From an optimization exercise on the open Yosys and OpenROAD flow, aimed at small area and a short achievable clock period; shortcuts taken in it are not production practice.
Only simulation tests tie the RTL to the original design; equivalence was not proved.
Power and IR drop assume default switching activity.

==> pepper: inputs <==
Design lookahead_router, start of the top module:
module lookahead_router (
  input  logic                                            clk,
  input  logic                                            rst,
  input  logic [noc_pkg::xy_width-1:0]                    position_i,
  input  logic [noc_pkg::num_ports*noc_pkg::link_width-1:0] link_i,
  output logic [noc_pkg::num_ports-1:0]                   stop_o,
  output logic [noc_pkg::num_ports*noc_pkg::link_width-1:0] link_o,
  input  logic [noc_pkg::num_ports-1:0]                   stop_i
);
  logic [noc_pkg::num_ports*noc_pkg::head_width-1:0] heads;
  logic [noc_pkg::num_ports*noc_pkg::num_ports-1:0] pop_out;
  logic [noc_pkg::num_ports*noc_pkg::num_ports-1:0] pop_in;
  logic [2:0] pos_x_inc;
  logic [2:0] pos_x_dec;
  logic [2:0] pos_y_inc;
  logic [2:0] pos_y_dec;
  logic [2:0] pos_y_q;
  always_ff @(posedge clk) begin
    if (rst) begin
      pos_y_q <= position_i[2:0];
      pos_x_inc <= position_i[5:3] + 3'd1;
      pos_x_dec <= position_i[5:3] - 3'd1;
      pos_y_inc <= position_i[2:0] + 3'd1;
      pos_y_dec <= position_i[2:0] - 3'd1;
    end
  end
  for (genvar o = 0; o < noc_pkg::num_ports; o++) begin : gen_pop_out
    for (genvar i = 0; i < noc_pkg::num_ports; i++) begin : gen_pop_in
      assign pop_in[i*noc_pkg::num_ports+o] = pop_out[o*noc_pkg::num_ports+i];
    end
  end
  for (genvar g = 0; g < noc_pkg::num_ports; g++) begin : gen_input
    router_input_port #(
      .port_idx (g)
    ) u_in (
      .clk        (clk),
      .rst        (rst),
      .position_i ({3'd0, pos_y_q}),
      .pos_x_inc_i (pos_x_inc),
      .pos_x_dec_i (pos_x_dec),
      .pos_y_inc_i (pos_y_inc),
      .pos_y_dec_i (pos_y_dec),
      .link_i     (link_i[g*noc_pkg::link_width +: noc_pkg::link_width]),
      .pop_i      (pop_in[g*noc_pkg::num_ports +: noc_pkg::num_ports]),
      .stop_o     (stop_o[g]),
      .head_o     (heads[g*noc_pkg::head_width +: noc_pkg::head_width])
    );
  end
  ...
==> module router_fifo, before the edit <==
module router_fifo (
  input  logic                            clk,
  input  logic                            rst,
  input  logic                            wr_i,
  input  logic                            rd_i,
  input  logic [noc_pkg::flit_width-1:0] data_i,
  output logic [noc_pkg::flit_width-1:0] data_o,
  output logic                            empty_o,
  output logic                            full_o
);
  logic [noc_pkg::flit_width-1:0] mem [0:noc_pkg::queue_depth-1];
  logic [noc_pkg::queue_depth-1:0] wr_q;
  logic [noc_pkg::queue_depth-1:0] rd_q;
  logic [noc_pkg::queue_depth-1:0] front_q;
  logic [noc_pkg::queue_depth-1:0] occ_q;
  logic                            empty_q;
  assign empty_o = empty_q;
  assign full_o = occ_q[3];
  always_comb begin
    data_o = '0;
    for (int j = 0; j < noc_pkg::queue_depth; j++) begin
      if (front_q[j]) begin
        data_o = data_o | mem[j];
      end
    end
  end
  always_ff @(posedge clk) begin
    for (int j = 0; j < noc_pkg::queue_depth; j++) begin
      if (wr_q[j] & ~occ_q[3]) begin
        mem[j] <= data_i;
      end
    end
  end
  logic [noc_pkg::queue_depth-1:0] rd_rot;
  logic [noc_pkg::queue_depth-1:0] front_pop;
  logic [noc_pkg::queue_depth-1:0] front_keep;
  logic [noc_pkg::queue_depth-1:0] occ_pop;
  logic [noc_pkg::queue_depth-1:0] occ_keep;
  logic                            empty_pop;
  logic                            empty_keep;
  assign rd_rot = {rd_q[2:0], rd_q[3]};
  assign front_pop = (occ_q[1] | (occ_q[0] & wr_i)) ? rd_rot : '0;
  assign front_keep = (occ_q[0] | wr_i) ? rd_q : '0;
  assign occ_pop = wr_i ? occ_q : {1'b0, occ_q[3:1]};
  assign occ_keep = wr_i ? {occ_q[2:0], 1'b1} : occ_q;
  assign empty_pop = wr_i ? empty_q : ~occ_q[1];
  assign empty_keep = empty_q & ~wr_i;
  always_ff @(posedge clk) begin
    if (rst) begin
      wr_q <= 4'b0001;
      rd_q <= 4'b0001;
      front_q <= '0;
      occ_q <= '0;
      empty_q <= 1'b1;
    end else begin
      if (wr_i) begin
        wr_q <= {wr_q[2:0], wr_q[3]};
      end
      rd_q <= rd_i ? rd_rot : rd_q;
      occ_q <= rd_i ? occ_pop : occ_keep;
      empty_q <= rd_i ? empty_pop : empty_keep;
      front_q <= rd_i ? front_pop : front_keep;
    end
  end
endmodule
==> flow/config.mk <==
export PLATFORM = sky130hd
export DESIGN_NAME = lookahead_router
export DESIGN_NICKNAME = lookahead_router
export VERILOG_FILES = /design/flow/design.v
export SDC_FILE = /design/flow/constraint.sdc
export NUM_CORES = 4
export LEC_CHECK = 0
export ABC_AREA = 1
export CAP_MARGIN = 20
export CORE_MARGIN = 2
export CORE_UTILIZATION = 55
export SETUP_SLACK_MARGIN = 3.7
export SLEW_MARGIN = 20
==> flow/constraint.sdc <==
create_clock -name core_clock -period 6.2 [get_ports {clk}]
set_input_delay 1.2400 -clock core_clock [delete_from_list [all_inputs] [get_ports {clk}]]
set_output_delay 1.2400 -clock core_clock [all_outputs]
set_load 0.01 [all_outputs]
standard.sh (not shown) runs the stock make flow with config.mk's settings and CLKGATE_MAP_FILE= SYNTH_SCRIPT=/design/flow/synth_recipe.tcl, a recipe that flattens the netlist after the stock synthesis.
==> flow/flow/run.sh <==
#!/bin/bash
# Standard layout, with the port buffers inserted as buf_2 instead of the
# default delay-buffer cell, so timing repair can size them like any buffer.
set -euo pipefail
export BUFFER_PORTS_ARGS="-buffer_cell sky130_fd_sc_hd__buf_2"
bash standard.sh > standard_make.log 2>&1
==> inputs of indigo, as changes to pepper <==
--- a/flow/design.v
+++ b/flow/design.v
@@ -29,29 +29,31 @@
   localparam int head_width = flit_width + 1 + num_ports;
   localparam int h_request_lsb = 0;
   localparam int h_void = num_ports;
   localparam int h_flit_lsb = num_ports + 1;
   localparam int code_width = 2;
-  localparam int dir_width = 3;
+  localparam int entry_width = flit_width + code_width;
 endpackage
 `timescale 1ns/1ps
 module router_fifo (
   input  logic                            clk,
   input  logic                            rst,
   input  logic                            wr_i,
   input  logic                            rd_i,
-  input  logic [noc_pkg::flit_width-1:0] data_i,
-  output logic [noc_pkg::flit_width-1:0] data_o,
+  input  logic [noc_pkg::entry_width-1:0] data_i,
+  output logic [noc_pkg::entry_width-1:0] data_o,
   output logic                            empty_o,
   output logic                            full_o
 );
-  logic [noc_pkg::flit_width-1:0] mem [0:noc_pkg::queue_depth-1];
+  logic [noc_pkg::entry_width-1:0] mem [0:noc_pkg::queue_depth-1];
   logic [noc_pkg::queue_depth-1:0] wr_q;
   logic [noc_pkg::queue_depth-1:0] rd_q;
   logic [noc_pkg::queue_depth-1:0] front_q;
   logic [noc_pkg::queue_depth-1:0] occ_q;
   logic                            empty_q;
+  logic [noc_pkg::queue_depth-1:0] rd_d;
+  logic [noc_pkg::queue_depth-1:0] occ_d;
   assign empty_o = empty_q;
   assign full_o = occ_q[3];
   always_comb begin
     data_o = '0;
     for (int j = 0; j < noc_pkg::queue_depth; j++) begin
@@ -65,24 +67,19 @@
       if (wr_q[j] & ~occ_q[3]) begin
         mem[j] <= data_i;
       end
     end
   end
-  logic [noc_pkg::queue_depth-1:0] rd_rot;
-  logic [noc_pkg::queue_depth-1:0] front_pop;
-  logic [noc_pkg::queue_depth-1:0] front_keep;
-  logic [noc_pkg::queue_depth-1:0] occ_pop;
-  logic [noc_pkg::queue_depth-1:0] occ_keep;
-  logic                            empty_pop;
-  logic                            empty_keep;
-  assign rd_rot = {rd_q[2:0], rd_q[3]};
-  assign front_pop = (occ_q[1] | (occ_q[0] & wr_i)) ? rd_rot : '0;
-  assign front_keep = (occ_q[0] | wr_i) ? rd_q : '0;
-  assign occ_pop = wr_i ? occ_q : {1'b0, occ_q[3:1]};
-  assign occ_keep = wr_i ? {occ_q[2:0], 1'b1} : occ_q;
-  assign empty_pop = wr_i ? empty_q : ~occ_q[1];
-  assign empty_keep = empty_q & ~wr_i;
+  assign rd_d = rd_i ? {rd_q[2:0], rd_q[3]} : rd_q;
+  always_comb begin
+    occ_d = occ_q;
+    if (wr_i & ~rd_i) begin
+      occ_d = {occ_q[2:0], 1'b1};
+    end else if (rd_i & ~wr_i) begin
+      occ_d = {1'b0, occ_q[3:1]};
+    end
+  end
   always_ff @(posedge clk) begin
     if (rst) begin
       wr_q <= 4'b0001;
       rd_q <= 4'b0001;
       front_q <= '0;
@@ -90,14 +87,14 @@
       empty_q <= 1'b1;
     end else begin
       if (wr_i) begin
         wr_q <= {wr_q[2:0], wr_q[3]};
       end
-      rd_q <= rd_i ? rd_rot : rd_q;
-      occ_q <= rd_i ? occ_pop : occ_keep;
-      empty_q <= rd_i ? empty_pop : empty_keep;
-      front_q <= rd_i ? front_pop : front_keep;
+      rd_q <= rd_d;
+      occ_q <= occ_d;
+      empty_q <= ~occ_d[0];
+      front_q <= occ_d[0] ? rd_d : '0;
     end
   end
 endmodule
 `timescale 1ns/1ps
 module xy_lookahead_route (
@@ -161,29 +158,22 @@
   output logic                            stop_o,
   output logic [noc_pkg::head_width-1:0]  head_o
 );
   logic [noc_pkg::flit_width-1:0]  link_flit;
   logic                            link_void;
-  logic                            link_head;
   logic [noc_pkg::route_width-1:0] link_route;
   logic [noc_pkg::route_width-1:0] next_route;
   logic [noc_pkg::code_width-1:0]  link_code;
-  logic [noc_pkg::dir_width-1:0]   next_dir;
-  logic [noc_pkg::flit_width-1:0]  entry;
-  logic [noc_pkg::flit_width-1:0]  mem_head;
-  logic                            mem_is_head;
+  logic [noc_pkg::entry_width-1:0] entry;
+  logic [noc_pkg::entry_width-1:0] mem_head;
   logic [noc_pkg::route_width-1:0] mem_route;
-  logic [noc_pkg::route_width-1:0] mem_next;
-  logic [noc_pkg::flit_width-1:0]  mem_front;
-  logic [noc_pkg::flit_width-1:0]  link_front;
   logic [noc_pkg::flit_width-1:0]  front;
   logic [noc_pkg::num_ports-1:0]   request;
   logic                            empty;
   logic                            full;
   assign link_void = link_i[0];
   assign link_flit = link_i[noc_pkg::link_width-1:1];
-  assign link_head = link_flit[noc_pkg::f_head];
   assign link_route = link_flit[noc_pkg::f_route_lsb +: noc_pkg::route_width];
   xy_lookahead_route u_route (
     .position_i    (position_i),
     .pos_x_inc_i   (pos_x_inc_i),
     .pos_x_dec_i   (pos_x_dec_i),
@@ -199,20 +189,13 @@
       if (link_route[(k < port_idx) ? k : k + 1]) begin
         link_code = link_code | noc_pkg::code_width'(k);
       end
     end
   end
-  always_comb begin
-    next_dir = '0;
-    for (int p = 0; p < noc_pkg::num_ports; p++) begin
-      if (next_route[p]) begin
-        next_dir = next_dir | noc_pkg::dir_width'(p);
-      end
-    end
-  end
   assign entry = {link_flit[noc_pkg::flit_width-1:noc_pkg::route_width],
-                  link_head ? {link_code, next_dir} : link_route};
+                  link_flit[noc_pkg::f_head] ? next_route : link_route,
+                  link_code};
   router_fifo u_fifo (
     .clk     (clk),
     .rst     (rst),
     .wr_i    (~link_void),
     .rd_i    (|pop_i),
@@ -220,28 +203,20 @@
     .data_o  (mem_head),
     .empty_o (empty),
     .full_o  (full)
   );
   assign stop_o = full;
-  assign mem_is_head = mem_head[noc_pkg::f_head];
+  assign front = mem_head[noc_pkg::entry_width-1:noc_pkg::code_width] |
+                 (empty ? entry[noc_pkg::entry_width-1:noc_pkg::code_width] : '0);
   always_comb begin
     mem_route = '0;
     for (int k = 0; k < noc_pkg::num_ports - 1; k++) begin
-      mem_route[(k < port_idx) ? k : k + 1] =
-        mem_head[noc_pkg::dir_width +: noc_pkg::code_width] == noc_pkg::code_width'(k);
-    end
-    for (int p = 0; p < noc_pkg::num_ports; p++) begin
-      mem_next[p] = mem_head[noc_pkg::dir_width-1:0] == noc_pkg::dir_width'(p);
+      mem_route[(k < port_idx) ? k : k + 1] = mem_head[noc_pkg::code_width-1:0] == noc_pkg::code_width'(k);
     end
   end
-  assign mem_front = {mem_head[noc_pkg::flit_width-1:noc_pkg::route_width],
-                      mem_is_head ? mem_next : mem_head[noc_pkg::route_width-1:0]};
-  assign link_front = {link_flit[noc_pkg::flit_width-1:noc_pkg::route_width],
-                       link_head ? next_route : link_route};
-  assign front = mem_front | (empty ? link_front : '0);
-  assign request = empty ? (link_route & {noc_pkg::route_width{~link_void & link_head}})
-                         : (mem_route & {noc_pkg::route_width{mem_is_head}});
+  assign request = empty ? (link_route & {noc_pkg::route_width{~link_void & link_flit[noc_pkg::f_head]}})
+                         : (mem_route & {noc_pkg::route_width{mem_head[noc_pkg::code_width + noc_pkg::f_head]}});
   assign head_o = {front, empty & link_void, request};
 endmodule
 `timescale 1ns/1ps
 module rr_arbiter (
   input  logic                          clk,
@@ -293,11 +268,10 @@
   logic                            last_void;
   logic                            fwd;
   logic                            tail;
   logic [noc_pkg::flit_width-1:0]  out_flit;
   logic [noc_pkg::flit_width-1:0]  data_q;
-  logic [noc_pkg::flit_width-1:0]  next_data;
   logic                            void_q;
   always_comb begin
     for (int k = 0; k < nk; k++) begin
       req_col[k] = heads_i[((k < port_idx) ? k : k + 1)*noc_pkg::head_width + noc_pkg::h_request_lsb + port_idx];
       void_col[k] = heads_i[((k < port_idx) ? k : k + 1)*noc_pkg::head_width + noc_pkg::h_void];
@@ -331,18 +305,10 @@
       if (sel[k]) begin
         out_flit = out_flit | flit_col[k];
       end
     end
   end
-  always_comb begin
-    next_data = data_q & {noc_pkg::flit_width{stop_i}};
-    for (int k = 0; k < nk; k++) begin
-      if (sel[k] & ~stop_i) begin
-        next_data = next_data | flit_col[k];
-      end
-    end
-  end
   assign tail = out_flit[noc_pkg::f_tail];
   always_ff @(posedge clk) begin
     if (rst) begin
       payload_q <= 1'b0;
       void_q <= 1'b1;
@@ -352,11 +318,13 @@
       end
       void_q <= ~fwd;
     end
   end
   always_ff @(posedge clk) begin
-    data_q <= next_data;
+    if (!stop_i) begin
+      data_q <= out_flit;
+    end
   end
   assign link_o = {data_q, void_q};
 endmodule
 `timescale 1ns/1ps
 module lookahead_router (
@@ -373,20 +341,20 @@
   logic [noc_pkg::num_ports*noc_pkg::num_ports-1:0] pop_in;
   logic [2:0] pos_x_inc;
   logic [2:0] pos_x_dec;
   logic [2:0] pos_y_inc;
   logic [2:0] pos_y_dec;
-  logic [2:0] pos_y_q;
+  logic [noc_pkg::xy_width-1:0] position_q;
   always_ff @(posedge clk) begin
     if (rst) begin
-      pos_y_q <= position_i[2:0];
-      pos_x_inc <= position_i[5:3] + 3'd1;
-      pos_x_dec <= position_i[5:3] - 3'd1;
-      pos_y_inc <= position_i[2:0] + 3'd1;
-      pos_y_dec <= position_i[2:0] - 3'd1;
+      position_q <= position_i;
     end
   end
+  assign pos_x_inc = position_q[5:3] + 3'd1;
+  assign pos_x_dec = position_q[5:3] - 3'd1;
+  assign pos_y_inc = position_q[2:0] + 3'd1;
+  assign pos_y_dec = position_q[2:0] - 3'd1;
   for (genvar o = 0; o < noc_pkg::num_ports; o++) begin : gen_pop_out
     for (genvar i = 0; i < noc_pkg::num_ports; i++) begin : gen_pop_in
       assign pop_in[i*noc_pkg::num_ports+o] = pop_out[o*noc_pkg::num_ports+i];
     end
   end
@@ -394,11 +362,11 @@
     router_input_port #(
       .port_idx (g)
     ) u_in (
       .clk        (clk),
       .rst        (rst),
-      .position_i ({3'd0, pos_y_q}),
+      .position_i (position_q),
       .pos_x_inc_i (pos_x_inc),
       .pos_x_dec_i (pos_x_dec),
       .pos_y_inc_i (pos_y_inc),
       .pos_y_dec_i (pos_y_dec),
       .link_i     (link_i[g*noc_pkg::link_width +: noc_pkg::link_width]),
==> flow/run.sh (new file) <==
#!/bin/bash
# synth_recipe.tcl (not shown) runs the flow's synth.tcl, then flattens the netlist and writes it again
# the make line also repeats each setting of config.mk as NAME=value (left out here)
make -C /OpenROAD-flow-scripts/flow DESIGN_CONFIG=/design/flow/config.mk WORK_HOME=/design/flow/orfs CLKGATE_MAP_FILE= SYNTH_SCRIPT=/design/flow/synth_recipe.tcl finish
- CORE_UTILIZATION: 55 -> 40
- SETUP_SLACK_MARGIN: 3.7 -> 3.5
removed: flow/flow/run.sh
removed: flow/standard.sh
==> inputs of tundra, as changes to pepper <==
--- a/flow/design.v
+++ b/flow/design.v
@@ -44,13 +44,12 @@
   output logic                            empty_o,
   output logic                            full_o
 );
   logic [noc_pkg::flit_width-1:0] mem [0:noc_pkg::queue_depth-1];
   logic [noc_pkg::queue_depth-1:0] wr_q;
-  logic [noc_pkg::queue_depth-1:0] rd_q;
   logic [noc_pkg::queue_depth-1:0] front_q;
-  logic [noc_pkg::queue_depth-1:0] occ_q;
+  logic [noc_pkg::queue_depth-1:1] occ_q;
   logic                            empty_q;
   assign empty_o = empty_q;
   assign full_o = occ_q[3];
   always_comb begin
     data_o = '0;
@@ -65,36 +64,32 @@
       if (wr_q[j] & ~occ_q[3]) begin
         mem[j] <= data_i;
       end
     end
   end
-  logic [noc_pkg::queue_depth-1:0] rd_rot;
   logic [noc_pkg::queue_depth-1:0] front_pop;
   logic [noc_pkg::queue_depth-1:0] front_keep;
-  logic [noc_pkg::queue_depth-1:0] occ_pop;
-  logic [noc_pkg::queue_depth-1:0] occ_keep;
+  logic [noc_pkg::queue_depth-1:1] occ_pop;
+  logic [noc_pkg::queue_depth-1:1] occ_keep;
   logic                            empty_pop;
   logic                            empty_keep;
-  assign rd_rot = {rd_q[2:0], rd_q[3]};
-  assign front_pop = (occ_q[1] | (occ_q[0] & wr_i)) ? rd_rot : '0;
-  assign front_keep = (occ_q[0] | wr_i) ? rd_q : '0;
-  assign occ_pop = wr_i ? occ_q : {1'b0, occ_q[3:1]};
-  assign occ_keep = wr_i ? {occ_q[2:0], 1'b1} : occ_q;
+  assign front_pop = (occ_q[1] | (~empty_q & wr_i)) ? {front_q[2:0], front_q[3]} : '0;
+  assign front_keep = empty_q ? (wr_i ? wr_q : '0) : front_q;
+  assign occ_pop = wr_i ? occ_q : {1'b0, occ_q[3:2]};
+  assign occ_keep = wr_i ? {occ_q[2:1], ~empty_q} : occ_q;
   assign empty_pop = wr_i ? empty_q : ~occ_q[1];
   assign empty_keep = empty_q & ~wr_i;
   always_ff @(posedge clk) begin
     if (rst) begin
       wr_q <= 4'b0001;
-      rd_q <= 4'b0001;
       front_q <= '0;
       occ_q <= '0;
       empty_q <= 1'b1;
     end else begin
       if (wr_i) begin
         wr_q <= {wr_q[2:0], wr_q[3]};
       end
-      rd_q <= rd_i ? rd_rot : rd_q;
       occ_q <= rd_i ? occ_pop : occ_keep;
       empty_q <= rd_i ? empty_pop : empty_keep;
       front_q <= rd_i ? front_pop : front_keep;
     end
   end
==> flow/flow/run.sh (replaced) <==
#!/bin/bash
# Standard layout, with the port buffers inserted as buf_1 instead of the
# default delay-buffer cell, so timing repair sizes them like any buffer.
set -euo pipefail
export BUFFER_PORTS_ARGS="-buffer_cell sky130_fd_sc_hd__buf_1"
bash standard.sh > standard_make.log 2>&1
- CTS_CLUSTER_DIAMETER: unset -> 150
- CTS_CLUSTER_SIZE: unset -> 18
==> impl_results.md <==
* Die ar. at around 0.081 mm²
* Hold_ws at between 0.4 and 0.5 ns
* #FFs+latches synth at 953
* Tot Pwr at around 20 mW
* Core region area at approximately 0.08 mm²
* Clk pin slew, worst setup/hold paths at approximately 0.09 ns
* Net Count, Synth at between 4000 and 5000
* Number of synthesized flops with an enable pin at 693
* Fillcell total at 6439
* VDD IR max at between 0.0002 and 0.0003 V
* Status: complete, no violations
* Synth top area cells: edfxtp_1 48%, nand2_1 14%, dfxtp_1 12%
-- figures above: tundra

==> impl_results.md <==
* #FFs+latches synth at between 1000 and 1500
* Status: complete, no violations
* VDD IR max at 0.000288 V
* Net Count, Synth at 4379
* Clk. pwr at 6.37 mW
* Worst path cell trace: buf_2
* Synth top area cells: edfxtp_1 60%, nand2_1 13%, dfxtp_1 5.2%
* Hold_ws at between 0.4 and 0.5 ns
* Synth Area in Compound Gates at 9.95%
* Tot Pwr at 28.1 mW
* Number of synthesized flops with an enable pin at around 900
* Fillcell total at about 9800
* Core region area at approximately 0.11 mm²
* Clk pin slew, worst setup/hold paths at roughly 0.06 ns
* Die ar. at 0.114 mm²
-- figures above: indigo

==> impl_results.md <==
* Status: complete, no violations
* Grt met3 use at 10.4%
* Post-CTS Repair Setup Buffers at around 130
* Number of synthesized flops with an enable pin at 693
* Core region area at around 0.08 mm²
* Net Count, Synth at ~4700
* #FFs+latches synth at around 980
* VDD IR max at about 0.00038 V
* Top pwr grp: combinational cells
* Multi-input logic area at 0.0163 mm²
* Die ar. at 0.0818 mm²
* Hold_ws at between 0.4 and 0.5 ns
-- figures above: pepper

## separate check: timing with driven ports
How much do the figures lean on ideal ports? The routed layouts below were timed once more, with nothing changed but the port constraints. Step 1 assumes that a clkbuf_16 drives the clock port and a buf_2 every other input. Step 2 also shifts input and output timing later by t, the mid clock arrival at the registers, as if the neighbouring blocks saw the same clock. Slacks: ideal / step 1 / step 2; pairs: ideal / step 1.
run | shift t [ns] | slack for setup (ns) | worst data-port slew with drivers (ns)
pepper | 0.738 | 3.621 / 3.611 / 2.874 | 0.12
indigo | 0.772 | 3.419 / 3.349 / 2.734 | 0.10
tundra | 0.728 | 3.583 / 3.583 / 2.873 | 0.13
After both steps every run listed still meets setup and hold. For pepper, which loses most, drivers alone change the setup slack by -0.010 ns; drivers and shift together by -0.747 ns.
